This design comes from an exercise in tuning for small area and a short achievable clock period on the open sky130 flow, not from production work.
Function was checked by simulation only, so behaviour that the tests miss may differ from the original.
Power and IR drop assume default switching activity.

`flow/design.v`:
```
package cpuPkg;
	localparam int instrWidth = 18;  
	localparam int regAddrWidth = 4;  
	localparam int regCount = 16;  
	localparam int opcodeMsb = 17;
	localparam int opcodeLsb = 12;
	localparam int a1Msb = 11;  
	localparam int a1Lsb = 8;
	localparam int a2Msb = 7;  
	localparam int a2Lsb = 4;
	localparam int immMsb = 3;  
	localparam int immLsb = 0;
	typedef logic [instrWidth-1:0] instr_t;
	typedef logic [regAddrWidth-1:0] regAddr_t;
	typedef enum logic [5:0] {
		opNop = 6'h00,
		opAdd = 6'h01,
		opSub = 6'h02,
		opAnd = 6'h03,
		opOr = 6'h04,
		opXor = 6'h05,
		opSlt = 6'h06,
		opAddi = 6'h07,  
		opMult = 6'h08,  
		opMfhi = 6'h09,
		opMflo = 6'h0A
	} opcode_t;
	localparam int selCount = 9;
	localparam int selAdd = 0;
	localparam int selSub = 1;
	localparam int selAnd = 2;
	localparam int selOr = 3;
	localparam int selXor = 4;
	localparam int selSlt = 5;
	localparam int selAddi = 6;
	localparam int selHi = 7;
	localparam int selLo = 8;
endpackage
module registerFile #(
	parameter int dataWidth = 16
) (
	input logic clk,
	input logic rst,
	input cpuPkg::regAddr_t ra1,  
	input cpuPkg::regAddr_t ra2,  
	output logic [dataWidth-1:0] rd1,
	output logic [dataWidth-1:0] rd2,
	input logic we,  
	input cpuPkg::regAddr_t wa,
	input logic [dataWidth-1:0] wd
);
	logic [dataWidth-1:0] regs [cpuPkg::regCount];  
	logic [cpuPkg::regCount-1:0] valid;  
	always_ff @(posedge clk) begin
		if (rst) begin
			valid <= '0;
		end else if (we) begin
			valid[wa] <= 1'b1;
		end
	end
	always_ff @(posedge clk) begin
		if (we) begin
			regs[wa] <= wd;
		end
	end
	logic [cpuPkg::regCount-1:0] sel1, sel2;  
	always_comb begin
		for (int i = 0; i < cpuPkg::regCount; i++) begin
			sel1[i] = (ra1 == i) && valid[i];
			sel2[i] = (ra2 == i) && valid[i];
		end
	end
	always_comb begin
		rd1 = '0;
		rd2 = '0;
		for (int i = 0; i < cpuPkg::regCount; i++) begin
			rd1 = rd1 | (regs[i] & {dataWidth{sel1[i]}});
			rd2 = rd2 | (regs[i] & {dataWidth{sel2[i]}});
		end
	end
endmodule
module aluUnit #(
	parameter int dataWidth = 16
) (
	input logic [dataWidth-1:0] a,
	input logic [dataWidth-1:0] b,  
	input logic [cpuPkg::selCount-1:0] sel,  
	input logic sub,  
	output logic [dataWidth-1:0] y
);
	logic [dataWidth-1:0] sum;
	logic less;
	logic [dataWidth:0] sumC;
	assign sumC = {a, sub} + {b, sub};
	assign sum = sumC[dataWidth:1];
	assign less = (a[dataWidth-1] ^ ~b[dataWidth-1]) ? a[dataWidth-1] : sum[dataWidth-1];
	always_comb begin
		y = '0;
		if (sel[cpuPkg::selAdd] | sel[cpuPkg::selSub] | sel[cpuPkg::selAddi]) y = y | sum;
		if (sel[cpuPkg::selAnd]) y = y | (a & b);
		if (sel[cpuPkg::selOr]) y = y | (a | b);
		if (sel[cpuPkg::selXor]) y = y | (a ^ b);
		if (sel[cpuPkg::selSlt]) y = y | {{(dataWidth-1){1'b0}}, less};
	end
endmodule
module hiLoUnit #(
	parameter int dataWidth = 16
) (
	input logic clk,
	input logic rst,
	input logic we,  
	input logic [dataWidth-1:0] a,
	input logic [dataWidth-1:0] b,
	output logic [dataWidth-1:0] hi,
	output logic [dataWidth-1:0] lo
);
	logic [2*dataWidth-1:0] x, y, z;
	logic [2*dataWidth-1:0] hlX, hlY, hlZ;
	logic [2*dataWidth-1:0] fs, fc;  
	logic hlValid;  
	logic [2*dataWidth-1:0] product;
	csMult csMult_i (.a(a), .b(b), .x(x), .y(y), .z(z));
	always_ff @(posedge clk) begin
		if (rst) hlValid <= 1'b0;
		else if (we) hlValid <= 1'b1;
	end
	always_ff @(posedge clk) begin
		if (we) begin
			hlX <= x;
			hlY <= y;
			hlZ <= z;
		end
	end
	assign fs = hlX ^ hlY ^ hlZ;
	assign fc = {(hlX[2*dataWidth-2:0] & hlY[2*dataWidth-2:0])
		| (hlX[2*dataWidth-2:0] & hlZ[2*dataWidth-2:0])
		| (hlY[2*dataWidth-2:0] & hlZ[2*dataWidth-2:0]), 1'b0};
	assign product = hlValid ? (fs + fc) : '0;
	assign hi = product[2*dataWidth-1:dataWidth];
	assign lo = product[dataWidth-1:0];
endmodule
module csMult (
	input logic [15:0] a,
	input logic [15:0] b,
	output logic [31:0] x,
	output logic [31:0] y,
	output logic [31:0] z
);
	logic pp [16][16];
	for (genvar i = 0; i < 16; i++) begin : g_pp
		for (genvar j = 0; j < 16; j++) begin : g_ppj
			assign pp[i][j] = b[i] & a[j];
		end
	end
	logic c2, c4, c6, c8, c10, c12, c14, c16, c18, c20, c22, c24, c26, c28, c30, c32, c34, c36, c38, c40;
	logic c42, c44, c46, c48, c50, c52, c54, c56, c58, c60, c62, c64, c66, c68, c70, c72, c74, c76, c78, c80;
	logic c82, c84, c86, c88, c90, c92, c94, c96, c98, c100, c102, c104, c106, c108, c110, c112, c114, c116, c118, c120;
	logic c122, c124, c126, c128, c130, c132, c134, c136, c138, c140, c142, c144, c146, c148, c150, c152, c154, c156, c158, c160;
	logic c162, c164, c166, c168, c170, c172, c174, c176, c178, c180, c182, c184, c186, c188, c190, c192, c194, c196, c198, c200;
	logic c202, c204, c206, c208, c210, c212, c214, c216, c218, c220, c222, c224, c226, c228, c230, c232, c234, c236, c238, c240;
	logic c242, c244, c246, c248, c250, c252, c254, c256, c258, c260, c262, c264, c266, c268, c270, c272, c274, c276, c278, c280;
	logic c282, c284, c286, c288, c290, c292, c294, c296, c298, c300, c302, c304, c306, c308, c310, c312, c314, c316, c318, c320;
	logic c322, c324, c326, c328, c330, c332, c334, c336, c338, c340, c342, c344, c346, c348, c350, c352, c354, c356, c358, c360;
	logic c362, c364, c366, c368, c370, c372, c374, c376, c378, c380, s1, s3, s5, s7, s9, s11, s13, s15, s17, s19;
	logic s21, s23, s25, s27, s29, s31, s33, s35, s37, s39, s41, s43, s45, s47, s49, s51, s53, s55, s57, s59;
	logic s61, s63, s65, s67, s69, s71, s73, s75, s77, s79, s81, s83, s85, s87, s89, s91, s93, s95, s97, s99;
	logic s101, s103, s105, s107, s109, s111, s113, s115, s117, s119, s121, s123, s125, s127, s129, s131, s133, s135, s137, s139;
	logic s141, s143, s145, s147, s149, s151, s153, s155, s157, s159, s161, s163, s165, s167, s169, s171, s173, s175, s177, s179;
	logic s181, s183, s185, s187, s189, s191, s193, s195, s197, s199, s201, s203, s205, s207, s209, s211, s213, s215, s217, s219;
	logic s221, s223, s225, s227, s229, s231, s233, s235, s237, s239, s241, s243, s245, s247, s249, s251, s253, s255, s257, s259;
	logic s261, s263, s265, s267, s269, s271, s273, s275, s277, s279, s281, s283, s285, s287, s289, s291, s293, s295, s297, s299;
	logic s301, s303, s305, s307, s309, s311, s313, s315, s317, s319, s321, s323, s325, s327, s329, s331, s333, s335, s337, s339;
	logic s341, s343, s345, s347, s349, s351, s353, s355, s357, s359, s361, s363, s365, s367, s369, s371, s373, s375, s377, s379;
	assign s1 = pp[0][13] ^ pp[10][3];
	assign c2 = pp[0][13] & pp[10][3];
	assign s3 = pp[0][14] ^ pp[10][4] ^ pp[11][3];
	assign c4 = (pp[0][14] & pp[10][4]) | (pp[0][14] & pp[11][3]) | (pp[10][4] & pp[11][3]);
	assign s5 = pp[12][2] ^ pp[13][1];
	assign c6 = pp[12][2] & pp[13][1];
	assign s7 = pp[0][15] ^ pp[10][5] ^ pp[11][4];
	assign c8 = (pp[0][15] & pp[10][5]) | (pp[0][15] & pp[11][4]) | (pp[10][5] & pp[11][4]);
	assign s9 = pp[12][3] ^ pp[13][2] ^ pp[14][1];
	assign c10 = (pp[12][3] & pp[13][2]) | (pp[12][3] & pp[14][1]) | (pp[13][2] & pp[14][1]);
	assign s11 = pp[15][0] ^ pp[1][14];
	assign c12 = pp[15][0] & pp[1][14];
	assign s13 = pp[10][6] ^ pp[11][5] ^ pp[12][4];
	assign c14 = (pp[10][6] & pp[11][5]) | (pp[10][6] & pp[12][4]) | (pp[11][5] & pp[12][4]);
	assign s15 = pp[13][3] ^ pp[14][2] ^ pp[15][1];
	assign c16 = (pp[13][3] & pp[14][2]) | (pp[13][3] & pp[15][1]) | (pp[14][2] & pp[15][1]);
	assign s17 = pp[1][15] ^ pp[2][14];
	assign c18 = pp[1][15] & pp[2][14];
	assign s19 = pp[10][7] ^ pp[11][6] ^ pp[12][5];
	assign c20 = (pp[10][7] & pp[11][6]) | (pp[10][7] & pp[12][5]) | (pp[11][6] & pp[12][5]);
	assign s21 = pp[13][4] ^ pp[14][3] ^ pp[15][2];
	assign c22 = (pp[13][4] & pp[14][3]) | (pp[13][4] & pp[15][2]) | (pp[14][3] & pp[15][2]);
	assign s23 = pp[10][8] ^ pp[11][7] ^ pp[12][6];
	assign c24 = (pp[10][8] & pp[11][7]) | (pp[10][8] & pp[12][6]) | (pp[11][7] & pp[12][6]);
	assign s25 = pp[0][9] ^ pp[1][8];
	assign c26 = pp[0][9] & pp[1][8];
	assign s27 = pp[0][10] ^ pp[10][0] ^ pp[1][9];
	assign c28 = (pp[0][10] & pp[10][0]) | (pp[0][10] & pp[1][9]) | (pp[10][0] & pp[1][9]);
	assign s29 = pp[2][8] ^ pp[3][7];
	assign c30 = pp[2][8] & pp[3][7];
	assign s31 = pp[0][11] ^ pp[10][1] ^ pp[11][0];
	assign c32 = (pp[0][11] & pp[10][1]) | (pp[0][11] & pp[11][0]) | (pp[10][1] & pp[11][0]);
	assign s33 = pp[1][10] ^ pp[2][9] ^ pp[3][8];
	assign c34 = (pp[1][10] & pp[2][9]) | (pp[1][10] & pp[3][8]) | (pp[2][9] & pp[3][8]);
	assign s35 = pp[4][7] ^ pp[5][6];
	assign c36 = pp[4][7] & pp[5][6];
	assign s37 = pp[0][12] ^ pp[10][2] ^ pp[11][1];
	assign c38 = (pp[0][12] & pp[10][2]) | (pp[0][12] & pp[11][1]) | (pp[10][2] & pp[11][1]);
	assign s39 = pp[12][0] ^ pp[1][11] ^ pp[2][10];
	assign c40 = (pp[12][0] & pp[1][11]) | (pp[12][0] & pp[2][10]) | (pp[1][11] & pp[2][10]);
	assign s41 = pp[3][9] ^ pp[4][8] ^ pp[5][7];
	assign c42 = (pp[3][9] & pp[4][8]) | (pp[3][9] & pp[5][7]) | (pp[4][8] & pp[5][7]);
	assign s43 = pp[6][6] ^ pp[7][5];
	assign c44 = pp[6][6] & pp[7][5];
	assign s45 = pp[11][2] ^ pp[12][1] ^ pp[13][0];
	assign c46 = (pp[11][2] & pp[12][1]) | (pp[11][2] & pp[13][0]) | (pp[12][1] & pp[13][0]);
	assign s47 = pp[1][12] ^ pp[2][11] ^ pp[3][10];
	assign c48 = (pp[1][12] & pp[2][11]) | (pp[1][12] & pp[3][10]) | (pp[2][11] & pp[3][10]);
	assign s49 = pp[4][9] ^ pp[5][8] ^ pp[6][7];
	assign c50 = (pp[4][9] & pp[5][8]) | (pp[4][9] & pp[6][7]) | (pp[5][8] & pp[6][7]);
	assign s51 = pp[7][6] ^ pp[8][5] ^ pp[9][4];
	assign c52 = (pp[7][6] & pp[8][5]) | (pp[7][6] & pp[9][4]) | (pp[8][5] & pp[9][4]);
	assign s53 = pp[14][0] ^ pp[1][13] ^ pp[2][12];
	assign c54 = (pp[14][0] & pp[1][13]) | (pp[14][0] & pp[2][12]) | (pp[1][13] & pp[2][12]);
	assign s55 = pp[3][11] ^ pp[4][10] ^ pp[5][9];
	assign c56 = (pp[3][11] & pp[4][10]) | (pp[3][11] & pp[5][9]) | (pp[4][10] & pp[5][9]);
	assign s57 = pp[6][8] ^ pp[7][7] ^ pp[8][6];
	assign c58 = (pp[6][8] & pp[7][7]) | (pp[6][8] & pp[8][6]) | (pp[7][7] & pp[8][6]);
	assign s59 = pp[9][5] ^ c2 ^ s5;
	assign c60 = (pp[9][5] & c2) | (pp[9][5] & s5) | (c2 & s5);
	assign s61 = pp[2][13] ^ pp[3][12] ^ pp[4][11];
	assign c62 = (pp[2][13] & pp[3][12]) | (pp[2][13] & pp[4][11]) | (pp[3][12] & pp[4][11]);
	assign s63 = pp[5][10] ^ pp[6][9] ^ pp[7][8];
	assign c64 = (pp[5][10] & pp[6][9]) | (pp[5][10] & pp[7][8]) | (pp[6][9] & pp[7][8]);
	assign s65 = pp[8][7] ^ pp[9][6] ^ c6;
	assign c66 = (pp[8][7] & pp[9][6]) | (pp[8][7] & c6) | (pp[9][6] & c6);
	assign s67 = s11 ^ c4 ^ s7;
	assign c68 = (s11 & c4) | (s11 & s7) | (c4 & s7);
	assign s69 = pp[3][13] ^ pp[4][12] ^ pp[5][11];
	assign c70 = (pp[3][13] & pp[4][12]) | (pp[3][13] & pp[5][11]) | (pp[4][12] & pp[5][11]);
	assign s71 = pp[6][10] ^ pp[7][9] ^ pp[8][8];
	assign c72 = (pp[6][10] & pp[7][9]) | (pp[6][10] & pp[8][8]) | (pp[7][9] & pp[8][8]);
	assign s73 = pp[9][7] ^ c12 ^ s17;
	assign c74 = (pp[9][7] & c12) | (pp[9][7] & s17) | (c12 & s17);
	assign s75 = c10 ^ c8 ^ s13;
	assign c76 = (c10 & c8) | (c10 & s13) | (c8 & s13);
	assign s77 = pp[2][15] ^ pp[3][14] ^ pp[4][13];
	assign c78 = (pp[2][15] & pp[3][14]) | (pp[2][15] & pp[4][13]) | (pp[3][14] & pp[4][13]);
	assign s79 = pp[5][12] ^ pp[6][11] ^ pp[7][10];
	assign c80 = (pp[5][12] & pp[6][11]) | (pp[5][12] & pp[7][10]) | (pp[6][11] & pp[7][10]);
	assign s81 = pp[8][9] ^ pp[9][8] ^ c18;
	assign c82 = (pp[8][9] & pp[9][8]) | (pp[8][9] & c18) | (pp[9][8] & c18);
	assign s83 = c14 ^ c16 ^ s19;
	assign c84 = (c14 & c16) | (c14 & s19) | (c16 & s19);
	assign s85 = pp[13][5] ^ pp[14][4] ^ pp[15][3];
	assign c86 = (pp[13][5] & pp[14][4]) | (pp[13][5] & pp[15][3]) | (pp[14][4] & pp[15][3]);
	assign s87 = pp[3][15] ^ pp[4][14] ^ pp[5][13];
	assign c88 = (pp[3][15] & pp[4][14]) | (pp[3][15] & pp[5][13]) | (pp[4][14] & pp[5][13]);
	assign s89 = pp[6][12] ^ pp[7][11] ^ pp[8][10];
	assign c90 = (pp[6][12] & pp[7][11]) | (pp[6][12] & pp[8][10]) | (pp[7][11] & pp[8][10]);
	assign s91 = pp[9][9] ^ c20 ^ c22;
	assign c92 = (pp[9][9] & c20) | (pp[9][9] & c22) | (c20 & c22);
	assign s93 = pp[10][9] ^ pp[11][8] ^ pp[12][7];
	assign c94 = (pp[10][9] & pp[11][8]) | (pp[10][9] & pp[12][7]) | (pp[11][8] & pp[12][7]);
	assign s95 = pp[13][6] ^ pp[14][5] ^ pp[15][4];
	assign c96 = (pp[13][6] & pp[14][5]) | (pp[13][6] & pp[15][4]) | (pp[14][5] & pp[15][4]);
	assign s97 = pp[4][15] ^ pp[5][14] ^ pp[6][13];
	assign c98 = (pp[4][15] & pp[5][14]) | (pp[4][15] & pp[6][13]) | (pp[5][14] & pp[6][13]);
	assign s99 = pp[7][12] ^ pp[8][11] ^ pp[9][10];
	assign c100 = (pp[7][12] & pp[8][11]) | (pp[7][12] & pp[9][10]) | (pp[8][11] & pp[9][10]);
	assign s101 = pp[10][10] ^ pp[11][9] ^ pp[12][8];
	assign c102 = (pp[10][10] & pp[11][9]) | (pp[10][10] & pp[12][8]) | (pp[11][9] & pp[12][8]);
	assign s103 = pp[13][7] ^ pp[14][6] ^ pp[15][5];
	assign c104 = (pp[13][7] & pp[14][6]) | (pp[13][7] & pp[15][5]) | (pp[14][6] & pp[15][5]);
	assign s105 = pp[5][15] ^ pp[6][14] ^ pp[7][13];
	assign c106 = (pp[5][15] & pp[6][14]) | (pp[5][15] & pp[7][13]) | (pp[6][14] & pp[7][13]);
	assign s107 = pp[10][11] ^ pp[11][10] ^ pp[12][9];
	assign c108 = (pp[10][11] & pp[11][10]) | (pp[10][11] & pp[12][9]) | (pp[11][10] & pp[12][9]);
	assign s109 = pp[13][8] ^ pp[14][7] ^ pp[15][6];
	assign c110 = (pp[13][8] & pp[14][7]) | (pp[13][8] & pp[15][6]) | (pp[14][7] & pp[15][6]);
	assign s111 = pp[10][12] ^ pp[11][11] ^ pp[12][10];
	assign c112 = (pp[10][12] & pp[11][11]) | (pp[10][12] & pp[12][10]) | (pp[11][11] & pp[12][10]);
	assign s113 = pp[0][6] ^ pp[1][5];
	assign c114 = pp[0][6] & pp[1][5];
	assign s115 = pp[0][7] ^ pp[1][6] ^ pp[2][5];
	assign c116 = (pp[0][7] & pp[1][6]) | (pp[0][7] & pp[2][5]) | (pp[1][6] & pp[2][5]);
	assign s117 = pp[3][4] ^ pp[4][3];
	assign c118 = pp[3][4] & pp[4][3];
	assign s119 = pp[0][8] ^ pp[1][7] ^ pp[2][6];
	assign c120 = (pp[0][8] & pp[1][7]) | (pp[0][8] & pp[2][6]) | (pp[1][7] & pp[2][6]);
	assign s121 = pp[3][5] ^ pp[4][4] ^ pp[5][3];
	assign c122 = (pp[3][5] & pp[4][4]) | (pp[3][5] & pp[5][3]) | (pp[4][4] & pp[5][3]);
	assign s123 = pp[6][2] ^ pp[7][1];
	assign c124 = pp[6][2] & pp[7][1];
	assign s125 = pp[2][7] ^ pp[3][6] ^ pp[4][5];
	assign c126 = (pp[2][7] & pp[3][6]) | (pp[2][7] & pp[4][5]) | (pp[3][6] & pp[4][5]);
	assign s127 = pp[5][4] ^ pp[6][3] ^ pp[7][2];
	assign c128 = (pp[5][4] & pp[6][3]) | (pp[5][4] & pp[7][2]) | (pp[6][3] & pp[7][2]);
	assign s129 = pp[8][1] ^ pp[9][0] ^ s25;
	assign c130 = (pp[8][1] & pp[9][0]) | (pp[8][1] & s25) | (pp[9][0] & s25);
	assign s131 = pp[4][6] ^ pp[5][5] ^ pp[6][4];
	assign c132 = (pp[4][6] & pp[5][5]) | (pp[4][6] & pp[6][4]) | (pp[5][5] & pp[6][4]);
	assign s133 = pp[7][3] ^ pp[8][2] ^ pp[9][1];
	assign c134 = (pp[7][3] & pp[8][2]) | (pp[7][3] & pp[9][1]) | (pp[8][2] & pp[9][1]);
	assign s135 = c26 ^ s29 ^ s27;
	assign c136 = (c26 & s29) | (c26 & s27) | (s29 & s27);
	assign s137 = pp[6][5] ^ pp[7][4] ^ pp[8][3];
	assign c138 = (pp[6][5] & pp[7][4]) | (pp[6][5] & pp[8][3]) | (pp[7][4] & pp[8][3]);
	assign s139 = pp[9][2] ^ c30 ^ s35;
	assign c140 = (pp[9][2] & c30) | (pp[9][2] & s35) | (c30 & s35);
	assign s141 = c28 ^ s31 ^ s33;
	assign c142 = (c28 & s31) | (c28 & s33) | (s31 & s33);
	assign s143 = pp[8][4] ^ pp[9][3] ^ c36;
	assign c144 = (pp[8][4] & pp[9][3]) | (pp[8][4] & c36) | (pp[9][3] & c36);
	assign s145 = s43 ^ c32 ^ c34;
	assign c146 = (s43 & c32) | (s43 & c34) | (c32 & c34);
	assign s147 = s37 ^ s39 ^ s41;
	assign c148 = (s37 & s39) | (s37 & s41) | (s39 & s41);
	assign s149 = c44 ^ s1 ^ c38;
	assign c150 = (c44 & s1) | (c44 & c38) | (s1 & c38);
	assign s151 = c40 ^ c42 ^ s45;
	assign c152 = (c40 & c42) | (c40 & s45) | (c42 & s45);
	assign s153 = s47 ^ s49 ^ s51;
	assign c154 = (s47 & s49) | (s47 & s51) | (s49 & s51);
	assign s155 = c46 ^ c48 ^ c50;
	assign c156 = (c46 & c48) | (c46 & c50) | (c48 & c50);
	assign s157 = c52 ^ s3 ^ s53;
	assign c158 = (c52 & s3) | (c52 & s53) | (s3 & s53);
	assign s159 = s55 ^ s57 ^ s59;
	assign c160 = (s55 & s57) | (s55 & s59) | (s57 & s59);
	assign s161 = c54 ^ c56 ^ c58;
	assign c162 = (c54 & c56) | (c54 & c58) | (c56 & c58);
	assign s163 = s61 ^ s63 ^ s9;
	assign c164 = (s61 & s63) | (s61 & s9) | (s63 & s9);
	assign s165 = c60 ^ s65 ^ s67;
	assign c166 = (c60 & s65) | (c60 & s67) | (s65 & s67);
	assign s167 = c62 ^ c64 ^ s15;
	assign c168 = (c62 & c64) | (c62 & s15) | (c64 & s15);
	assign s169 = s69 ^ s71 ^ c66;
	assign c170 = (s69 & s71) | (s69 & c66) | (s71 & c66);
	assign s171 = s73 ^ c68 ^ s75;
	assign c172 = (s73 & c68) | (s73 & s75) | (c68 & s75);
	assign s173 = c70 ^ c72 ^ s21;
	assign c174 = (c70 & c72) | (c70 & s21) | (c72 & s21);
	assign s175 = s77 ^ s79 ^ c74;
	assign c176 = (s77 & s79) | (s77 & c74) | (s79 & c74);
	assign s177 = s81 ^ c76 ^ s83;
	assign c178 = (s81 & c76) | (s81 & s83) | (c76 & s83);
	assign s179 = c78 ^ c80 ^ s23;
	assign c180 = (c78 & c80) | (c78 & s23) | (c80 & s23);
	assign s181 = s85 ^ s87 ^ s89;
	assign c182 = (s85 & s87) | (s85 & s89) | (s87 & s89);
	assign s183 = c82 ^ c84 ^ s91;
	assign c184 = (c82 & c84) | (c82 & s91) | (c84 & s91);
	assign s185 = c24 ^ c86 ^ c88;
	assign c186 = (c24 & c86) | (c24 & c88) | (c86 & c88);
	assign s187 = c90 ^ s93 ^ s95;
	assign c188 = (c90 & s93) | (c90 & s95) | (s93 & s95);
	assign s189 = s97 ^ s99 ^ c92;
	assign c190 = (s97 & s99) | (s97 & c92) | (s99 & c92);
	assign s191 = pp[8][12] ^ pp[9][11] ^ c100;
	assign c192 = (pp[8][12] & pp[9][11]) | (pp[8][12] & c100) | (pp[9][11] & c100);
	assign s193 = c94 ^ c96 ^ c98;
	assign c194 = (c94 & c96) | (c94 & c98) | (c96 & c98);
	assign s195 = s101 ^ s103 ^ s105;
	assign c196 = (s101 & s103) | (s101 & s105) | (s103 & s105);
	assign s197 = pp[6][15] ^ pp[7][14] ^ pp[8][13];
	assign c198 = (pp[6][15] & pp[7][14]) | (pp[6][15] & pp[8][13]) | (pp[7][14] & pp[8][13]);
	assign s199 = pp[9][12] ^ c102 ^ c104;
	assign c200 = (pp[9][12] & c102) | (pp[9][12] & c104) | (c102 & c104);
	assign s201 = c106 ^ s107 ^ s109;
	assign c202 = (c106 & s107) | (c106 & s109) | (s107 & s109);
	assign s203 = pp[13][9] ^ pp[14][8] ^ pp[15][7];
	assign c204 = (pp[13][9] & pp[14][8]) | (pp[13][9] & pp[15][7]) | (pp[14][8] & pp[15][7]);
	assign s205 = pp[7][15] ^ pp[8][14] ^ pp[9][13];
	assign c206 = (pp[7][15] & pp[8][14]) | (pp[7][15] & pp[9][13]) | (pp[8][14] & pp[9][13]);
	assign s207 = c108 ^ c110 ^ s111;
	assign c208 = (c108 & c110) | (c108 & s111) | (c110 & s111);
	assign s209 = pp[10][13] ^ pp[11][12] ^ pp[12][11];
	assign c210 = (pp[10][13] & pp[11][12]) | (pp[10][13] & pp[12][11]) | (pp[11][12] & pp[12][11]);
	assign s211 = pp[13][10] ^ pp[14][9] ^ pp[15][8];
	assign c212 = (pp[13][10] & pp[14][9]) | (pp[13][10] & pp[15][8]) | (pp[14][9] & pp[15][8]);
	assign s213 = pp[8][15] ^ pp[9][14] ^ c112;
	assign c214 = (pp[8][15] & pp[9][14]) | (pp[8][15] & c112) | (pp[9][14] & c112);
	assign s215 = pp[10][14] ^ pp[11][13] ^ pp[12][12];
	assign c216 = (pp[10][14] & pp[11][13]) | (pp[10][14] & pp[12][12]) | (pp[11][13] & pp[12][12]);
	assign s217 = pp[13][11] ^ pp[14][10] ^ pp[15][9];
	assign c218 = (pp[13][11] & pp[14][10]) | (pp[13][11] & pp[15][9]) | (pp[14][10] & pp[15][9]);
	assign s219 = pp[10][15] ^ pp[11][14] ^ pp[12][13];
	assign c220 = (pp[10][15] & pp[11][14]) | (pp[10][15] & pp[12][13]) | (pp[11][14] & pp[12][13]);
	assign s221 = pp[0][4] ^ pp[1][3];
	assign c222 = pp[0][4] & pp[1][3];
	assign s223 = pp[0][5] ^ pp[1][4] ^ pp[2][3];
	assign c224 = (pp[0][5] & pp[1][4]) | (pp[0][5] & pp[2][3]) | (pp[1][4] & pp[2][3]);
	assign s225 = pp[3][2] ^ pp[4][1];
	assign c226 = pp[3][2] & pp[4][1];
	assign s227 = pp[2][4] ^ pp[3][3] ^ pp[4][2];
	assign c228 = (pp[2][4] & pp[3][3]) | (pp[2][4] & pp[4][2]) | (pp[3][3] & pp[4][2]);
	assign s229 = pp[5][1] ^ pp[6][0] ^ s113;
	assign c230 = (pp[5][1] & pp[6][0]) | (pp[5][1] & s113) | (pp[6][0] & s113);
	assign s231 = pp[5][2] ^ pp[6][1] ^ pp[7][0];
	assign c232 = (pp[5][2] & pp[6][1]) | (pp[5][2] & pp[7][0]) | (pp[6][1] & pp[7][0]);
	assign s233 = c114 ^ s117 ^ s115;
	assign c234 = (c114 & s117) | (c114 & s115) | (s117 & s115);
	assign s235 = pp[8][0] ^ c118 ^ s123;
	assign c236 = (pp[8][0] & c118) | (pp[8][0] & s123) | (c118 & s123);
	assign s237 = c116 ^ s119 ^ s121;
	assign c238 = (c116 & s119) | (c116 & s121) | (s119 & s121);
	assign s239 = c124 ^ c120 ^ c122;
	assign c240 = (c124 & c120) | (c124 & c122) | (c120 & c122);
	assign s241 = s125 ^ s127 ^ s129;
	assign c242 = (s125 & s127) | (s125 & s129) | (s127 & s129);
	assign s243 = c126 ^ c128 ^ s131;
	assign c244 = (c126 & c128) | (c126 & s131) | (c128 & s131);
	assign s245 = s133 ^ c130 ^ s135;
	assign c246 = (s133 & c130) | (s133 & s135) | (c130 & s135);
	assign s247 = c132 ^ c134 ^ s137;
	assign c248 = (c132 & c134) | (c132 & s137) | (c134 & s137);
	assign s249 = s139 ^ c136 ^ s141;
	assign c250 = (s139 & c136) | (s139 & s141) | (c136 & s141);
	assign s251 = c138 ^ c140 ^ s143;
	assign c252 = (c138 & c140) | (c138 & s143) | (c140 & s143);
	assign s253 = c142 ^ s145 ^ s147;
	assign c254 = (c142 & s145) | (c142 & s147) | (s145 & s147);
	assign s255 = c144 ^ c146 ^ c148;
	assign c256 = (c144 & c146) | (c144 & c148) | (c146 & c148);
	assign s257 = s149 ^ s151 ^ s153;
	assign c258 = (s149 & s151) | (s149 & s153) | (s151 & s153);
	assign s259 = c150 ^ c152 ^ c154;
	assign c260 = (c150 & c152) | (c150 & c154) | (c152 & c154);
	assign s261 = s155 ^ s157 ^ s159;
	assign c262 = (s155 & s157) | (s155 & s159) | (s157 & s159);
	assign s263 = c156 ^ c158 ^ s161;
	assign c264 = (c156 & c158) | (c156 & s161) | (c158 & s161);
	assign s265 = s163 ^ c160 ^ s165;
	assign c266 = (s163 & c160) | (s163 & s165) | (c160 & s165);
	assign s267 = c162 ^ c164 ^ s167;
	assign c268 = (c162 & c164) | (c162 & s167) | (c164 & s167);
	assign s269 = s169 ^ c166 ^ s171;
	assign c270 = (s169 & c166) | (s169 & s171) | (c166 & s171);
	assign s271 = c168 ^ s173 ^ c170;
	assign c272 = (c168 & s173) | (c168 & c170) | (s173 & c170);
	assign s273 = s175 ^ c172 ^ s177;
	assign c274 = (s175 & c172) | (s175 & s177) | (c172 & s177);
	assign s275 = c174 ^ s179 ^ s181;
	assign c276 = (c174 & s179) | (c174 & s181) | (s179 & s181);
	assign s277 = c176 ^ c178 ^ s183;
	assign c278 = (c176 & c178) | (c176 & s183) | (c178 & s183);
	assign s279 = c180 ^ c182 ^ s185;
	assign c280 = (c180 & c182) | (c180 & s185) | (c182 & s185);
	assign s281 = s187 ^ c184 ^ s189;
	assign c282 = (s187 & c184) | (s187 & s189) | (c184 & s189);
	assign s283 = c186 ^ c188 ^ s191;
	assign c284 = (c186 & c188) | (c186 & s191) | (c188 & s191);
	assign s285 = s193 ^ s195 ^ c190;
	assign c286 = (s193 & s195) | (s193 & c190) | (s195 & c190);
	assign s287 = s197 ^ c192 ^ c194;
	assign c288 = (s197 & c192) | (s197 & c194) | (c192 & c194);
	assign s289 = c196 ^ s199 ^ s201;
	assign c290 = (c196 & s199) | (c196 & s201) | (s199 & s201);
	assign s291 = c198 ^ s203 ^ s205;
	assign c292 = (c198 & s203) | (c198 & s205) | (s203 & s205);
	assign s293 = c200 ^ c202 ^ s207;
	assign c294 = (c200 & c202) | (c200 & s207) | (c202 & s207);
	assign s295 = c204 ^ c206 ^ s209;
	assign c296 = (c204 & c206) | (c204 & s209) | (c206 & s209);
	assign s297 = s211 ^ c208 ^ s213;
	assign c298 = (s211 & c208) | (s211 & s213) | (c208 & s213);
	assign s299 = pp[9][15] ^ c210 ^ c212;
	assign c300 = (pp[9][15] & c210) | (pp[9][15] & c212) | (c210 & c212);
	assign s301 = s215 ^ s217 ^ c214;
	assign c302 = (s215 & s217) | (s215 & c214) | (s217 & c214);
	assign s303 = pp[13][12] ^ pp[14][11] ^ pp[15][10];
	assign c304 = (pp[13][12] & pp[14][11]) | (pp[13][12] & pp[15][10]) | (pp[14][11] & pp[15][10]);
	assign s305 = c216 ^ c218 ^ s219;
	assign c306 = (c216 & c218) | (c216 & s219) | (c218 & s219);
	assign s307 = pp[11][15] ^ pp[12][14] ^ pp[13][13];
	assign c308 = (pp[11][15] & pp[12][14]) | (pp[11][15] & pp[13][13]) | (pp[12][14] & pp[13][13]);
	assign s309 = pp[14][12] ^ pp[15][11] ^ c220;
	assign c310 = (pp[14][12] & pp[15][11]) | (pp[14][12] & c220) | (pp[15][11] & c220);
	assign s311 = pp[12][15] ^ pp[13][14] ^ pp[14][13];
	assign c312 = (pp[12][15] & pp[13][14]) | (pp[12][15] & pp[14][13]) | (pp[13][14] & pp[14][13]);
	assign s313 = pp[0][3] ^ pp[1][2];
	assign c314 = pp[0][3] & pp[1][2];
	assign s315 = pp[2][2] ^ pp[3][1] ^ pp[4][0];
	assign c316 = (pp[2][2] & pp[3][1]) | (pp[2][2] & pp[4][0]) | (pp[3][1] & pp[4][0]);
	assign s317 = pp[5][0] ^ c222 ^ s225;
	assign c318 = (pp[5][0] & c222) | (pp[5][0] & s225) | (c222 & s225);
	assign s319 = c226 ^ c224 ^ s227;
	assign c320 = (c226 & c224) | (c226 & s227) | (c224 & s227);
	assign s321 = c228 ^ s231 ^ c230;
	assign c322 = (c228 & s231) | (c228 & c230) | (s231 & c230);
	assign s323 = c232 ^ s235 ^ c234;
	assign c324 = (c232 & s235) | (c232 & c234) | (s235 & c234);
	assign s325 = c236 ^ c238 ^ s239;
	assign c326 = (c236 & c238) | (c236 & s239) | (c238 & s239);
	assign s327 = c240 ^ s243 ^ c242;
	assign c328 = (c240 & s243) | (c240 & c242) | (s243 & c242);
	assign s329 = c244 ^ s247 ^ c246;
	assign c330 = (c244 & s247) | (c244 & c246) | (s247 & c246);
	assign s331 = c248 ^ s251 ^ c250;
	assign c332 = (c248 & s251) | (c248 & c250) | (s251 & c250);
	assign s333 = c252 ^ c254 ^ s255;
	assign c334 = (c252 & c254) | (c252 & s255) | (c254 & s255);
	assign s335 = c256 ^ c258 ^ s259;
	assign c336 = (c256 & c258) | (c256 & s259) | (c258 & s259);
	assign s337 = c260 ^ s263 ^ c262;
	assign c338 = (c260 & s263) | (c260 & c262) | (s263 & c262);
	assign s339 = c264 ^ s267 ^ c266;
	assign c340 = (c264 & s267) | (c264 & c266) | (s267 & c266);
	assign s341 = c268 ^ s271 ^ c270;
	assign c342 = (c268 & s271) | (c268 & c270) | (s271 & c270);
	assign s343 = s275 ^ c272 ^ c274;
	assign c344 = (s275 & c272) | (s275 & c274) | (c272 & c274);
	assign s345 = c276 ^ s279 ^ c278;
	assign c346 = (c276 & s279) | (c276 & c278) | (s279 & c278);
	assign s347 = c280 ^ s283 ^ c282;
	assign c348 = (c280 & s283) | (c280 & c282) | (s283 & c282);
	assign s349 = c284 ^ s287 ^ s289;
	assign c350 = (c284 & s287) | (c284 & s289) | (s287 & s289);
	assign s351 = s291 ^ c288 ^ c290;
	assign c352 = (s291 & c288) | (s291 & c290) | (c288 & c290);
	assign s353 = c292 ^ s295 ^ c294;
	assign c354 = (c292 & s295) | (c292 & c294) | (s295 & c294);
	assign s355 = c296 ^ s299 ^ c298;
	assign c356 = (c296 & s299) | (c296 & c298) | (s299 & c298);
	assign s357 = s303 ^ c300 ^ s305;
	assign c358 = (s303 & c300) | (s303 & s305) | (c300 & s305);
	assign s359 = c304 ^ s307 ^ c306;
	assign c360 = (c304 & s307) | (c304 & c306) | (s307 & c306);
	assign s361 = pp[15][12] ^ c308 ^ s311;
	assign c362 = (pp[15][12] & c308) | (pp[15][12] & s311) | (c308 & s311);
	assign s363 = pp[13][15] ^ pp[14][14] ^ pp[15][13];
	assign c364 = (pp[13][15] & pp[14][14]) | (pp[13][15] & pp[15][13]) | (pp[14][14] & pp[15][13]);
	assign s365 = s293 ^ c350 ^ s351;
	assign c366 = (s293 & c350) | (s293 & s351) | (c350 & s351);
	assign s367 = s297 ^ c352 ^ s353;
	assign c368 = (s297 & c352) | (s297 & s353) | (c352 & s353);
	assign s369 = s301 ^ c354 ^ s355;
	assign c370 = (s301 & c354) | (s301 & s355) | (c354 & s355);
	assign s371 = c302 ^ s357 ^ c356;
	assign c372 = (c302 & s357) | (c302 & c356) | (s357 & c356);
	assign s373 = s309 ^ c358 ^ s359;
	assign c374 = (s309 & c358) | (s309 & s359) | (c358 & s359);
	assign s375 = c310 ^ s361 ^ c360;
	assign c376 = (c310 & s361) | (c310 & c360) | (s361 & c360);
	assign s377 = c312 ^ s363 ^ c362;
	assign c378 = (c312 & s363) | (c312 & c362) | (s363 & c362);
	assign s379 = pp[14][15] ^ pp[15][14] ^ c364;
	assign c380 = (pp[14][15] & pp[15][14]) | (pp[14][15] & c364) | (pp[15][14] & c364);
	assign x = {1'b0, pp[15][15], s379, s377, c374, s373, c370, c368, c366, s365, c286, s285, s281, s277, s273, s269, c336, s261, s257, s253, s249, c326, s241, s237, c320, c318, c316, c314, pp[2][1], pp[0][2], pp[0][1], pp[0][0]};
	assign y = {1'b0, c380, c378, c376, s375, c372, s371, s369, s367, 1'b0, s349, c346, c344, c342, c340, c338, s265, c334, c332, c330, c328, s245, c324, c322, s233, s229, s223, s221, pp[3][0], pp[1][1], pp[1][0], 1'b0};
	assign z = {1'b0, 1'b0, 1'b0, 1'b0, 1'b0, 1'b0, 1'b0, 1'b0, 1'b0, 1'b0, c348, s347, s345, s343, s341, s339, s337, s335, s333, s331, s329, s327, s325, s323, s321, s319, s317, s315, s313, pp[2][0], 1'b0, 1'b0};
endmodule
module decodeStage #(
	parameter int dataWidth = 16
) (
	input logic clk,
	input logic rst,
	input logic instrValid,  
	input cpuPkg::instr_t instr,
	input logic [dataWidth-1:0] exResult,  
	output logic [dataWidth-1:0] exRd1,
	output logic [dataWidth-1:0] exRd2,  
	output cpuPkg::regAddr_t exWriteAddr,
	output logic exWriteEn,
	output logic exMult,  
	output logic [cpuPkg::selCount-1:0] exSel,  
	output logic exSub  
);
	logic [5:0] opcode;
	cpuPkg::regAddr_t a1F, a2F, immF;  
	logic [dataWidth-1:0] rd1, rd2;
	logic [cpuPkg::selCount-1:0] sel;
	logic dstIsA2;
	assign opcode = instr[cpuPkg::opcodeMsb:cpuPkg::opcodeLsb];
	assign a1F = instr[cpuPkg::a1Msb:cpuPkg::a1Lsb];
	assign a2F = instr[cpuPkg::a2Msb:cpuPkg::a2Lsb];
	assign immF = instr[cpuPkg::immMsb:cpuPkg::immLsb];
	registerFile #(.dataWidth(dataWidth)) registerFile_i (
		.clk(clk), .rst(rst),
		.ra1(a1F), .ra2(a2F), .rd1(rd1), .rd2(rd2),
		.we(exWriteEn), .wa(exWriteAddr), .wd(exResult)
	);
	always_comb begin
		sel = '0;
		case (opcode)
			cpuPkg::opAdd: sel[cpuPkg::selAdd] = 1'b1;
			cpuPkg::opSub: sel[cpuPkg::selSub] = 1'b1;
			cpuPkg::opAnd: sel[cpuPkg::selAnd] = 1'b1;
			cpuPkg::opOr: sel[cpuPkg::selOr] = 1'b1;
			cpuPkg::opXor: sel[cpuPkg::selXor] = 1'b1;
			cpuPkg::opSlt: sel[cpuPkg::selSlt] = 1'b1;
			cpuPkg::opAddi: sel[cpuPkg::selAddi] = 1'b1;
			cpuPkg::opMfhi: sel[cpuPkg::selHi] = 1'b1;
			cpuPkg::opMflo: sel[cpuPkg::selLo] = 1'b1;
			default: ;  
		endcase
	end
	assign dstIsA2 = (opcode == cpuPkg::opAddi);  
	always_ff @(posedge clk) begin
		if (rst) begin
			exWriteEn <= 1'b0;
			exMult <= 1'b0;
		end else begin
			exWriteEn <= instrValid & (|sel);  
			exMult <= instrValid & (opcode == cpuPkg::opMult);
		end
	end
	always_ff @(posedge clk) begin
		exRd1 <= (exWriteEn && (exWriteAddr == a1F)) ? exResult : rd1;
		if (sel[cpuPkg::selAddi]) begin
			exRd2 <= {{(dataWidth-cpuPkg::regAddrWidth){1'b0}}, immF};
		end else begin
			exRd2 <= ((exWriteEn && (exWriteAddr == a2F)) ? exResult : rd2)
				^ {dataWidth{sel[cpuPkg::selSub] | sel[cpuPkg::selSlt]}};
		end
		exWriteAddr <= dstIsA2 ? a2F : immF;
		exSel <= sel;
		exSub <= sel[cpuPkg::selSub] | sel[cpuPkg::selSlt];
	end
endmodule
module executeStage #(
	parameter int dataWidth = 16
) (
	input logic clk,
	input logic rst,
	input logic [dataWidth-1:0] exRd1,  
	input logic [dataWidth-1:0] exRd2,
	input cpuPkg::regAddr_t exWriteAddr,
	input logic exWriteEn,
	input logic exMult,
	input logic [cpuPkg::selCount-1:0] exSel,
	input logic exSub,
	output logic wbValid,  
	output cpuPkg::regAddr_t wbAddr,
	output logic [dataWidth-1:0] wbData,
	output logic [dataWidth-1:0] exResult  
);
	logic [dataWidth-1:0] srcA, srcB;
	logic [dataWidth-1:0] aluY;
	logic [dataWidth-1:0] hi, lo;
	logic [dataWidth-1:0] result;
	assign srcA = exRd1;
	assign srcB = exRd2;
	aluUnit #(.dataWidth(dataWidth)) aluUnit_i (
		.a(srcA),
		.b(srcB),
		.sel(exSel),
		.sub(exSub),
		.y(aluY)
	);
	hiLoUnit #(.dataWidth(dataWidth)) hiLoUnit_i (
		.clk(clk),
		.rst(rst),
		.we(exMult),
		.a(srcA),
		.b(srcB),
		.hi(hi),
		.lo(lo)
	);
	assign result = aluY
		| (hi & {dataWidth{exSel[cpuPkg::selHi]}})
		| (lo & {dataWidth{exSel[cpuPkg::selLo]}});
	assign exResult = result;
	always_ff @(posedge clk) begin
		if (rst) begin
			wbValid <= 1'b0;
		end else begin
			wbValid <= exWriteEn;  
		end
	end
	always_ff @(posedge clk) begin
		wbAddr <= exWriteAddr;
		wbData <= result;
	end
endmodule
module cpuPipeline #(
	parameter int dataWidth = 16
) (
	input logic clk,
	input logic rst,
	input logic instrValid,
	input cpuPkg::instr_t instr,
	output logic wbValid,
	output cpuPkg::regAddr_t wbAddr,
	output logic [dataWidth-1:0] wbData
);
	logic [dataWidth-1:0] exRd1, exRd2;
	logic [dataWidth-1:0] exResult;
	cpuPkg::regAddr_t exWriteAddr;
	logic exWriteEn;
	logic exMult;
	logic [cpuPkg::selCount-1:0] exSel;
	logic exSub;
	decodeStage #(.dataWidth(dataWidth)) decodeStage_i (
		.clk(clk), .rst(rst), .instrValid(instrValid), .instr(instr),
		.exRd1(exRd1), .exRd2(exRd2), .exResult(exResult),
		.exWriteAddr(exWriteAddr), .exWriteEn(exWriteEn),
		.exMult(exMult), .exSel(exSel), .exSub(exSub)
	);
	executeStage #(.dataWidth(dataWidth)) executeStage_i (
		.clk(clk), .rst(rst),
		.exRd1(exRd1), .exRd2(exRd2),
		.exWriteAddr(exWriteAddr), .exWriteEn(exWriteEn),
		.exMult(exMult), .exSel(exSel), .exSub(exSub),
		.wbValid(wbValid), .wbAddr(wbAddr), .wbData(wbData),
		.exResult(exResult)
	);
endmodule
```
`flow/constraint.sdc`:
```
create_clock -name core_clock -period 7.5 [get_ports {clk}]
set_input_delay 1.5000 -clock core_clock [delete_from_list [all_inputs] [get_ports {clk}]]
set_output_delay 1.5000 -clock core_clock [all_outputs]
set_load 0.01 [all_outputs]
```
`flow/config.mk`:
```
export PLATFORM = sky130hd
export DESIGN_NAME = cpuPipeline
export DESIGN_NICKNAME = cpuPipeline
export VERILOG_FILES = /design/flow/design.v
export SDC_FILE = /design/flow/constraint.sdc
export NUM_CORES = 4
export LEC_CHECK = 0
export CAP_MARGIN = 20
export CORE_MARGIN = 2
export CORE_UTILIZATION = 40
export SETUP_SLACK_MARGIN = 3.8
export SLEW_MARGIN = 20
```
`flow/run.sh`:
```
#!/bin/bash
# synth_recipe.tcl (not shown) runs the flow's synth.tcl, then flattens the netlist and writes it again
# the make line also repeats each setting of config.mk as NAME=value (left out here)
make -C /OpenROAD-flow-scripts/flow DESIGN_CONFIG=/design/flow/config.mk WORK_HOME=/design/flow/orfs CLKGATE_MAP_FILE= SYNTH_SCRIPT=/design/flow/synth_recipe.tcl finish
```
==> results of run 1 <==
synthesized netlist by cell type, types with 4 or more instances:
library cell / count / area share, %
sky130_fd_sc_hd__a211o_1: 5 / 0.17
sky130_fd_sc_hd__a211oi_1: 14 / 0.41
sky130_fd_sc_hd__a21o_1: 14 / 0.41
sky130_fd_sc_hd__a21oi_1: 63 / 1.2
sky130_fd_sc_hd__a221o_1: 5 / 0.20
sky130_fd_sc_hd__a221oi_1: 90 / 3.1
sky130_fd_sc_hd__a22o_1: 86 / 2.9
sky130_fd_sc_hd__a22oi_1: 88 / 2.6
sky130_fd_sc_hd__a31oi_1: 10 / 0.24
sky130_fd_sc_hd__and2_1: 9 / 0.22
sky130_fd_sc_hd__and3_1: 44 / 1.1
sky130_fd_sc_hd__buf_1: 6 / 0.088
sky130_fd_sc_hd__buf_2: 7 / 0.14
sky130_fd_sc_hd__clkbuf_1: 112 / 1.6
sky130_fd_sc_hd__dfxtp_1: 86 / 6.7
sky130_fd_sc_hd__edfxtp_1: 336 / 39
sky130_fd_sc_hd__fa_1: 199 / 16
sky130_fd_sc_hd__ha_1: 88 / 4.3
sky130_fd_sc_hd__inv_1: 223 / 3.3
sky130_fd_sc_hd__inv_2: 4 / 0.059
sky130_fd_sc_hd__mux2_2: 13 / 0.57
sky130_fd_sc_hd__mux2i_1: 20 / 0.78
sky130_fd_sc_hd__nand2_1: 166 / 2.4
sky130_fd_sc_hd__nand2b_1: 14 / 0.34
sky130_fd_sc_hd__nand3_1: 33 / 0.64
sky130_fd_sc_hd__nand4_1: 35 / 0.85
sky130_fd_sc_hd__nor2_1: 271 / 4.0
sky130_fd_sc_hd__nor2b_1: 12 / 0.29
sky130_fd_sc_hd__nor3_1: 30 / 0.59
sky130_fd_sc_hd__nor4_1: 8 / 0.20
sky130_fd_sc_hd__o211ai_1: 7 / 0.21
sky130_fd_sc_hd__o21a_1: 5 / 0.15
sky130_fd_sc_hd__o21ai_0: 42 / 0.82
sky130_fd_sc_hd__o21ai_1: 8 / 0.16
sky130_fd_sc_hd__o221ai_1: 4 / 0.14
sky130_fd_sc_hd__o31ai_1: 4 / 0.12
sky130_fd_sc_hd__or3_1: 9 / 0.22
sky130_fd_sc_hd__xnor2_1: 19 / 0.65
sky130_fd_sc_hd__xor2_1: 13 / 0.44
how the worst min path moves through the flow:
| stage | from | end | depth (start not counted) |
|---|---|---|---|
| after floorplan | decodeStage_i.exWriteAddr[2]$_DFF_P_ | executeStage_i.wbAddr[2]$_DFF_P_ | 0 |
| after global placement | decodeStage_i.registerFile_i.valid[4]$_SDFFE_PP0P_ | decodeStage_i.registerFile_i.valid[4]$_SDFFE_PP0P_ | 2 |
| after detailed placement | decodeStage_i.registerFile_i.valid[4]$_SDFFE_PP0P_ | decodeStage_i.registerFile_i.valid[4]$_SDFFE_PP0P_ | 2 |
| after CTS | decodeStage_i.registerFile_i.valid[15]$_SDFFE_PP0P_ | decodeStage_i.registerFile_i.valid[15]$_SDFFE_PP0P_ | 2 |
| after global routing | decodeStage_i.registerFile_i.valid[0]$_SDFFE_PP0P_ | decodeStage_i.registerFile_i.valid[0]$_SDFFE_PP0P_ | 2 |
| final | decodeStage_i.registerFile_i.valid[0]$_SDFFE_PP0P_ | decodeStage_i.registerFile_i.valid[0]$_SDFFE_PP0P_ | 2 |
repair_timing:
action                     CTS  global route
setup endpoints to repair  234           230
gates resized for setup    104            89
gates cloned                 1             2
pin swaps                    2            17
setup buffers               39            18
routing by layer:
metal	share of wire, %	track usage (%)	up-vias	wire length [µm]
met2	46	44.7	1396	41900
met4	7.3	15.2	0	6620
met3	9.7	5.85	458	8800
li1	-	-	8291	-
met1	37	33.7	9749	33900
met5	0	0	-	0
power breakdown:
group	total (mW)	internal, mW	switching [mW]
Sequential	2.52	2.50	0.0166
Combinational	0.117	0.0436	0.0735
Clock	2.45	1.43	1.02
Total	5.08	3.97	1.11
state kept, by name (all words and copies together) (netlist names), 16 cells and up:
name                                flops
decodeStage_i.registerFile_i.valid     16
decodeStage_i.registerFile_i.regs     256
executeStage_i.wbData                  16
executeStage_i.hiLoUnit_i.hlX          31
decodeStage_i.exRd1                    16
decodeStage_i.exRd2                    16
executeStage_i.hiLoUnit_i.hlY          29
executeStage_i.hiLoUnit_i.hlZ          20
critical path, stage by stage:
cell                              delay (ns)
sky130_fd_sc_hd__clkdlybuf4s50_1        0.56
sky130_fd_sc_hd__nor2b_1                0.30
sky130_fd_sc_hd__and3_1                 1.03
sky130_fd_sc_hd__a22oi_1                0.23
sky130_fd_sc_hd__nand3_1                0.15
sky130_fd_sc_hd__nor3_1                 0.10
sky130_fd_sc_hd__a21oi_1                0.31
cell type report:
| cell class | instances | share of cell area, % |
|---|---|---|
| antenna | 1 | 0.00841 |
| clock inverter | 33 | 1.43 |
| timing repair buffer | 139 | 4.27 |
| inverter | 230 | 3.25 |
| sequential | 422 | 39.9 |
| clock buffer | 53 | 4.10 |
| multi-input combinational | 1493 | 43.5 |
| tap | 846 | 3.56 |
cells by family (layout without fill, tap and decap cells):
group,Yosys count,in the layout
xor gates and xnor gates,32,32
muxes,33,33
and+or+nand+nor,652,652
buffers and inverters,362,455
adders and majority gates,287,287
AOI/OAI and AO/OA,488,489
DFF,422,422
other,0,1
per-stage QoR:
stage | utilization, % | cell area (µm²)
2_1_floorplan | - | 25600
3_3_place_gp | 42.5 | 26900
3_5_place_dp | 42.5 | 26900
4_1_cts | 46.2 | 29200
5_1_grt | 47.1 | 29700
6_report | 47.1 | 29700
==> out/qor.txt, run 1 <==
buffer cell driving the clock tree root -> sky130_fd_sc_hd__clkbuf_16
largest net degree at the start of global routing -> 61
number of standard cells in the layout, taps in and fillers out -> 3217
total of buffers placed on input and output ports -> 41
pwr/cell area -> 171 nW/µm²
routability congestion estimate -> 0.996
path class of the lowest-slack min-delay path -> reg2reg
CTS max path bufs -> 3
number of global-route vias before repair -> 20259
antenna violations before repair -> 1
worst reg-to-reg path cell count -> 14
Clock Sink Count -> 422
total global routing overflow -> 0
global-route total usage across every layer -> 27.3%
setup slack of the most critical reg-to-reg path -> 3.83 ns
worst slew pin tran -> 1.23 ns
wire length of the first global-routing pass -> 133000 µm
Setup WS post-layout -> 3.79 ns
Synthesized Nets -> 2584
parity-gate share of the synthesized area counting xor and xnor cells -> 1.09%
CP Class -> in2reg
Post-Route Setup TNS -> 0 ns
setup repair after global routing missed its margin -> true
clock period minus worst slack -> 3.71 ns
placed cell count -> 3070
worst slew slack as a fraction of its limit -> 17.7%
number of storage elements in the synthesis netlist -> 422
count of fill cells added during filler insertion -> 5623
placeable core region -> 63200 µm²
Post-synth EDFFs -> 336
# Max-Cap Violations -> 0
P&R area growth vs syn -> 16.1%
beginning of the worst register-to-register path -> decodeStage_i.exRd2[6]$_SDFF_PP0_
H-tree level count -> 2
worst setup path endpoint -> decodeStage_i.exRd1[7]$_DFF_P_
worst hold slack across all endpoints -> 0.514 ns
Data arrival, critical path -> 4.19 ns
clock-pin slew of the registers on the worst-case setup and hold paths -> 0.06 ns
clock latency reported for the late side of the worst-skew pair -> 0.62 ns
via count normalized by instance count -> 6.18
total via count in the routed design -> 19894
Finish-stage setup viols -> 0
sequential cell area -> 11900 µm²
area fraction in compound gates after synthesis -> 14.6%
final number of max-transition violations -> 0
cell area after synthesis -> 25600 µm²
kind of start point of the critical path -> primary input
proportion of synthesized area in mux cells -> 1.35%
share of flip-flops with an asynchronous set or reset after synthesis -> 0%
drt pass-1 iters -> 11
Routed WL -> 91200 µm
number of placed I/O pins -> 42
fraction of the yosys area taken by sequential cells -> 46.1%
final worst-path cycle share -> 49.5%
initial standard-cell utilization of the core -> 40.5%
flip-flop cell with the highest count after synthesis -> sky130_fd_sc_hd__edfxtp_1
Horiz. Die Dim -> 257 µm
dominant combinational cell family by area after synthesis -> adder cells
DIE HEIGHT -> 257 µm
Leak Pwr -> 10.6 nW
maximum fanout encountered on the critical timing path -> 16
worst setup timing slack at the placement stage -> 2.79 ns
number of placement rows -> 92
area of the multi-input gates -> 12900 µm²
worst r2r dst -> decodeStage_i.registerFile_i.regs[9][15]$_DFFE_PP_
remaining design rule violation count -> 0
yosys synthesis warning count -> 7
status -> finished clean
timing startpoint of the critical path -> instr[10]
worst vdd ir -> 0.000162 V
total count of hold-check failures in the final report -> 0
post-synthesis cell type count -> 84
required time of the critical path -> 7.98 ns
fraction of final layout cells with drive strength greater than 1 -> 15.6%
Iteration-0 DRC Markers -> 2904
post-detailed-route wirelength per cell -> 28.3 µm
count of nets left with antenna violations after detail routing -> 0
NumNets Final -> 2640
total power of the final layout -> 5.08 mW
CTS buffer count -> 46
most frequent cells in the layout -> sky130_fd_sc_hd__edfxtp_1 (336), sky130_fd_sc_hd__nor2_1 (254), sky130_fd_sc_hd__inv_1 (199)
maximum operating frequency -> 269 MHz
synthesized instance count -> 2276
Hold Buf Count CTS -> 0
TritonCTS clock tree -> yes
leading cell type in the layout, fill and taps excluded -> sky130_fd_sc_hd__edfxtp_1
Worst Clk Skew -> 0.0227 ns
area of the die -> 66100 µm²
Synth Area per Inst -> 11.3 µm²
CP Capture Type -> flip-flop
post-synthesis share of cell area spent on full adders, half adders and majority gates -> 19.8%
area share of and/or/nand/nor cells after synthesis -> 11.5%
DP HPWL -> 61100 µm
==> run 2, diff against run 1 <==
==> flow/flow/run.sh (new file) <==
#!/bin/bash
# The standard layout, with the port buffers made of buf_4 cells
# rather than the delay cells buffer_ports picks by itself
set -euo pipefail
export BUFFER_PORTS_ARGS="-buffer_cell sky130_fd_sc_hd__buf_4"
bash standard.sh > standard.log 2>&1
==> flow/standard.sh (new file) <==
#!/bin/bash
# synth_recipe.tcl (not shown) runs the flow's synth.tcl, then flattens the netlist and writes it again
# the make line also repeats each setting of config.mk as NAME=value (left out here)
make -C /OpenROAD-flow-scripts/flow DESIGN_CONFIG=/design/flow/config.mk WORK_HOME=/design/flow/orfs CLKGATE_MAP_FILE= SYNTH_SCRIPT=/design/flow/synth_recipe.tcl "${@:-finish}"
removed: flow/run.sh
==> run 2 against run 1 <==
  * Still clean on timing, DRC and antenna
  * Design area is 0.25% higher
  * Final cell count is 0.90% higher
  * Register-to-register slack worse by 0.03 ns
  * Hold slack worse by 0.025 ns
  * First-iteration DRC count is 3.7% lower
  * Setup slack better by 0.018 ns
  * Critical path type is now reg2reg
  * Critical endpoint is now decodeStage_i.exRd1[15]$_DFF_P_
  * Highest routed layer is now met5
==> out/qor.txt, run 2 <==
post-detailed-route wirelength per cell -> 28.8 µm
total count of hold-check failures in the final report -> 0
Post-synth EDFFs -> 336
total of buffers placed on input and output ports -> 41
Largest delay share family, worst path -> adder cells
kind of start point of the critical path -> flip-flop
most frequent cells in the layout -> sky130_fd_sc_hd__edfxtp_1 (336), sky130_fd_sc_hd__nor2_1 (256), sky130_fd_sc_hd__inv_1 (199)
maximum fanout encountered on the critical timing path -> 10
portion of synthesized cell area occupied by the leading cell type -> 39.4%
final worst-path cycle share -> 49.3%
Critical-path top delay cell -> sky130_fd_sc_hd__fa_1
Finish-stage setup viols -> 0
placeable core region -> 63200 µm²
Buffers & Inverters on Critical Path -> 0
pwr/cell area -> 166 nW/µm²
cell area after synthesis -> 25600 µm²
buffer cell driving the clock tree root -> sky130_fd_sc_hd__clkbuf_16
TritonCTS clock tree -> yes
maximum operating frequency -> 271 MHz
Synth Area per Inst -> 11.3 µm²
setup repair after global routing missed its margin -> true
clock-pin slew of the registers on the worst-case setup and hold paths -> 0.06 ns
global-route total usage across every layer -> 27.8%
Clock Sink Count -> 422
# Max-Cap Violations -> 0
total global routing overflow -> 0
clock latency reported for the late side of the worst-skew pair -> 0.62 ns
Setup WS post-layout -> 3.80 ns
Post-Route Setup TNS -> 0 ns
Max stage delay on crit path -> 0.56 ns
path class of the lowest-slack min-delay path -> reg2reg
H-tree level count -> 2
internal power summed over all cells -> 3.85 mW
clock period minus worst slack -> 3.70 ns
number of placed I/O pins -> 42
Hold Buf Count CTS -> 0
cell chain of the critical path -> fa_1 -> ha_1 -> a21oi_2 -> o211ai_1 -> and3_1 -> nor4_1 -> o41ai_1 -> or3_1 -> a31o_4 -> mux2_2
total cell area at the placement stage -> 26900 µm²
P&R area growth vs syn -> 16.4%
count of nets left with antenna violations after detail routing -> 0
remaining design rule violation count -> 0
number of storage elements in the synthesis netlist -> 422
Largest regs -> decodeStage_i.registerFile_i.regs: 256 flops, executeStage_i.hiLoUnit_i.hlX: 31 flops, executeStage_i.hiLoUnit_i.hlY: 29 flops
Routed WL -> 93500 µm
CTS max path bufs -> 3
DIE HEIGHT -> 257 µm
Synthesized Nets -> 2584
switching fraction of total power -> 22.1%
Detail Route met2 WL -> 42800 µm
yosys synthesis warning count -> 7
worst setup timing slack at the placement stage -> 3.08 ns
drt pass-1 iters -> 8
met3 wirelength from detailed routing -> 10800 µm
total power of the final layout -> 4.95 mW
register bank with the most flops -> decodeStage_i.registerFile_i.regs
status -> finished clean
area of the die -> 66100 µm²
flip-flop cell with the highest count after synthesis -> sky130_fd_sc_hd__edfxtp_1
NumNets Final -> 2671
CTS buffer count -> 45
count of fill cells added during filler insertion -> 5668
post-synthesis cell type with the largest combined area -> sky130_fd_sc_hd__edfxtp_1
CP Capture Type -> flip-flop
relative contribution of combinational cells to total power -> 2.4%
proportion of power drawn by the clock network -> 46.7%
DP HPWL -> 61600 µm
wire length of the first global-routing pass -> 135000 µm
most frequent cells after synthesis -> sky130_fd_sc_hd__edfxtp_1 (336), sky130_fd_sc_hd__nor2_1 (271), sky130_fd_sc_hd__inv_1 (223)
Worst Clk Skew -> 0.0193 ns
synthesized instance count -> 2276
Data arrival, critical path -> 4.19 ns
Leak Pwr -> 10.8 nW
sequential cell fraction of total power -> 50.9%
required time of the critical path -> 7.99 ns
leading cell type by number of instances after synthesis -> sky130_fd_sc_hd__edfxtp_1
via count normalized by instance count -> 6.27
worst slew slack as a fraction of its limit -> 34.3%
number of placement rows -> 92
initial standard-cell utilization of the core -> 40.5%
Horiz. Die Dim -> 257 µm
post-synthesis cell type count -> 84
Iteration-0 DRC Markers -> 2797
max FFs per register -> 256
final number of max-transition violations -> 0
leading cell type in the layout, fill and taps excluded -> sky130_fd_sc_hd__edfxtp_1
Final Cell Area -> 29800 µm²
total via count in the routed design -> 20346
number of global-route vias before repair -> 20264
antenna violations before repair -> 4
uppermost routed layer -> met5
worst vdd ir -> 0.000204 V
fraction of the yosys area taken by sequential cells -> 46.1%
routability congestion estimate -> 0.965
share of flip-flops with an asynchronous set or reset after synthesis -> 0%
net switching component of the power -> 1.09 mW
met1 WL -> 34400 µm
top cells by area, synth -> sky130_fd_sc_hd__edfxtp_1 (39%), sky130_fd_sc_hd__fa_1 (16%), sky130_fd_sc_hd__dfxtp_1 (6.7%)
CP Class -> reg2reg
largest net degree at the start of global routing -> 59
post-route core utilization -> 47.2%
worst slew pin tran -> 0.986 ns
fraction of final layout cells with drive strength greater than 1 -> 18.0%
[run 2: cell counts after synthesis]
Identical to the previous run, type by type.
[run 2: final cells by class]
| cell class | count | area [µm²] | area share [%] |
|---|---|---|---|
| Inverter | 230 | 970 | 3.25 |
| Clock inverter | 27 | 280 | 0.940 |
| Sequential cell | 422 | 11900 | 39.9 |
| Timing Repair inverter | 2 | 12.5 | 0.0420 |
| Multi-Input combinational cell | 1493 | 12900 | 43.4 |
| Clock buffer | 56 | 1260 | 4.23 |
| Antenna cell | 1 | 2.50 | 0.00839 |
| Timing Repair Buffer | 169 | 1410 | 4.71 |
| Tap cell | 846 | 1060 | 3.55 |
[run 2: worst paths after layout]
| kind | startpoint | to | slack [ns] | cells after the start |
|---|---|---|---|---|
| worst max-delay path | executeStage_i.hiLoUnit_i.hlX[20]$_DFFE_PP_ | decodeStage_i.exRd1[15]$_DFF_P_ | 3.80 | 10 |
| worst max register to register | executeStage_i.hiLoUnit_i.hlX[20]$_DFFE_PP_ | decodeStage_i.exRd1[15]$_DFF_P_ | 3.80 | 10 |
| worst min-delay path | decodeStage_i.registerFile_i.valid[15]$_SDFFE_PP0P_ | decodeStage_i.registerFile_i.valid[15]$_SDFFE_PP0P_ | 0.49 | 2 |
| worst min register to register | decodeStage_i.registerFile_i.valid[15]$_SDFFE_PP0P_ | decodeStage_i.registerFile_i.valid[15]$_SDFFE_PP0P_ | 0.49 | 2 |
[run 2: layer usage]
layer  track usage, %  up-vias
li1                 -     8371
met1             35.5    10151
met2             44.6     1432
met3             6.04      384
met4             13.9        8
met5                0        -
[run 2: power groups by stage]
stage	combinational (mW)	sequential (mW)	clock, mW
after floorplan	0.0589	2.56	0
after CTS	0.108	2.52	2.33
after global routing	0.126	2.52	2.44
after global placement	0.101	2.57	0
after detailed placement	0.102	2.57	0
final	0.119	2.52	2.31
[run 2: stage by stage]
stage                     cells  hold slack, ns
after floorplan            2276           0.384
after global placement     3085           0.469
after detailed placement   3085           0.474
after CTS                  3200           0.488
after global routing       3245           0.507
final                      3246           0.490
[run 2: tightest hold or removal path: stages (launching register included)]
cell and delay, ns:
sky130_fd_sc_hd__dfxtp_1 0.34, sky130_fd_sc_hd__a21oi_1 0.04, sky130_fd_sc_hd__nor2_1 0.07
[run 2: logic make-up (layout without fill, tap and decap cells)]
kind of cell | after synthesis | in the layout | share of synthesized area, %
AO/OA/AOI/OAI | 488 | 489 | 14.6
XOR/XNOR | 32 | 32 | 1.09
adder cells (fa/ha/maj) | 287 | 287 | 19.8
buffers and inverters | 362 | 484 | 5.51
flip-flops | 422 | 422 | 46.1
multiplexers | 33 | 33 | 1.35
other | 0 | 1 | 0
AND/OR/NAND/NOR | 652 | 652 | 11.5
[run 2: what timing repair did]
| action | CTS | global route |
|---|---|---|
| gates cloned | 0 | 7 |
| pin swaps | 4 | 32 |
| endpoints found under the setup margin | 181 | 182 |
| buffers inserted | 32 | 37 |
| gates resized for setup | 82 | 104 |

## separate check: timing with driven ports
In the flow no input, the clock included, has a driving cell. The finished layouts below were timed again as built, in two steps. Step 1, drivers: a clkbuf_16 drives clk and a buf_2 each remaining input, both assumed. Step 2 also shifts input and output timing later by t, the mid clock arrival at the registers, as if the neighbouring blocks saw the same clock. Three values: ideal, step 1, step 2; two values: the first two.
run	shift t [ns]	slack for setup (ns)	worst hold slack (ns)
run 1	0.669	3.786 / 3.819 / 3.150	0.514 / 0.514 / 0.514
run 2	0.665	3.804 / 3.804 / 3.351	0.490 / 0.490 / 0.490
After both steps setup and hold are still met in every run listed. For run 1, which loses most, drivers alone change the setup slack by +0.033 ns; drivers and shift together by -0.636 ns.
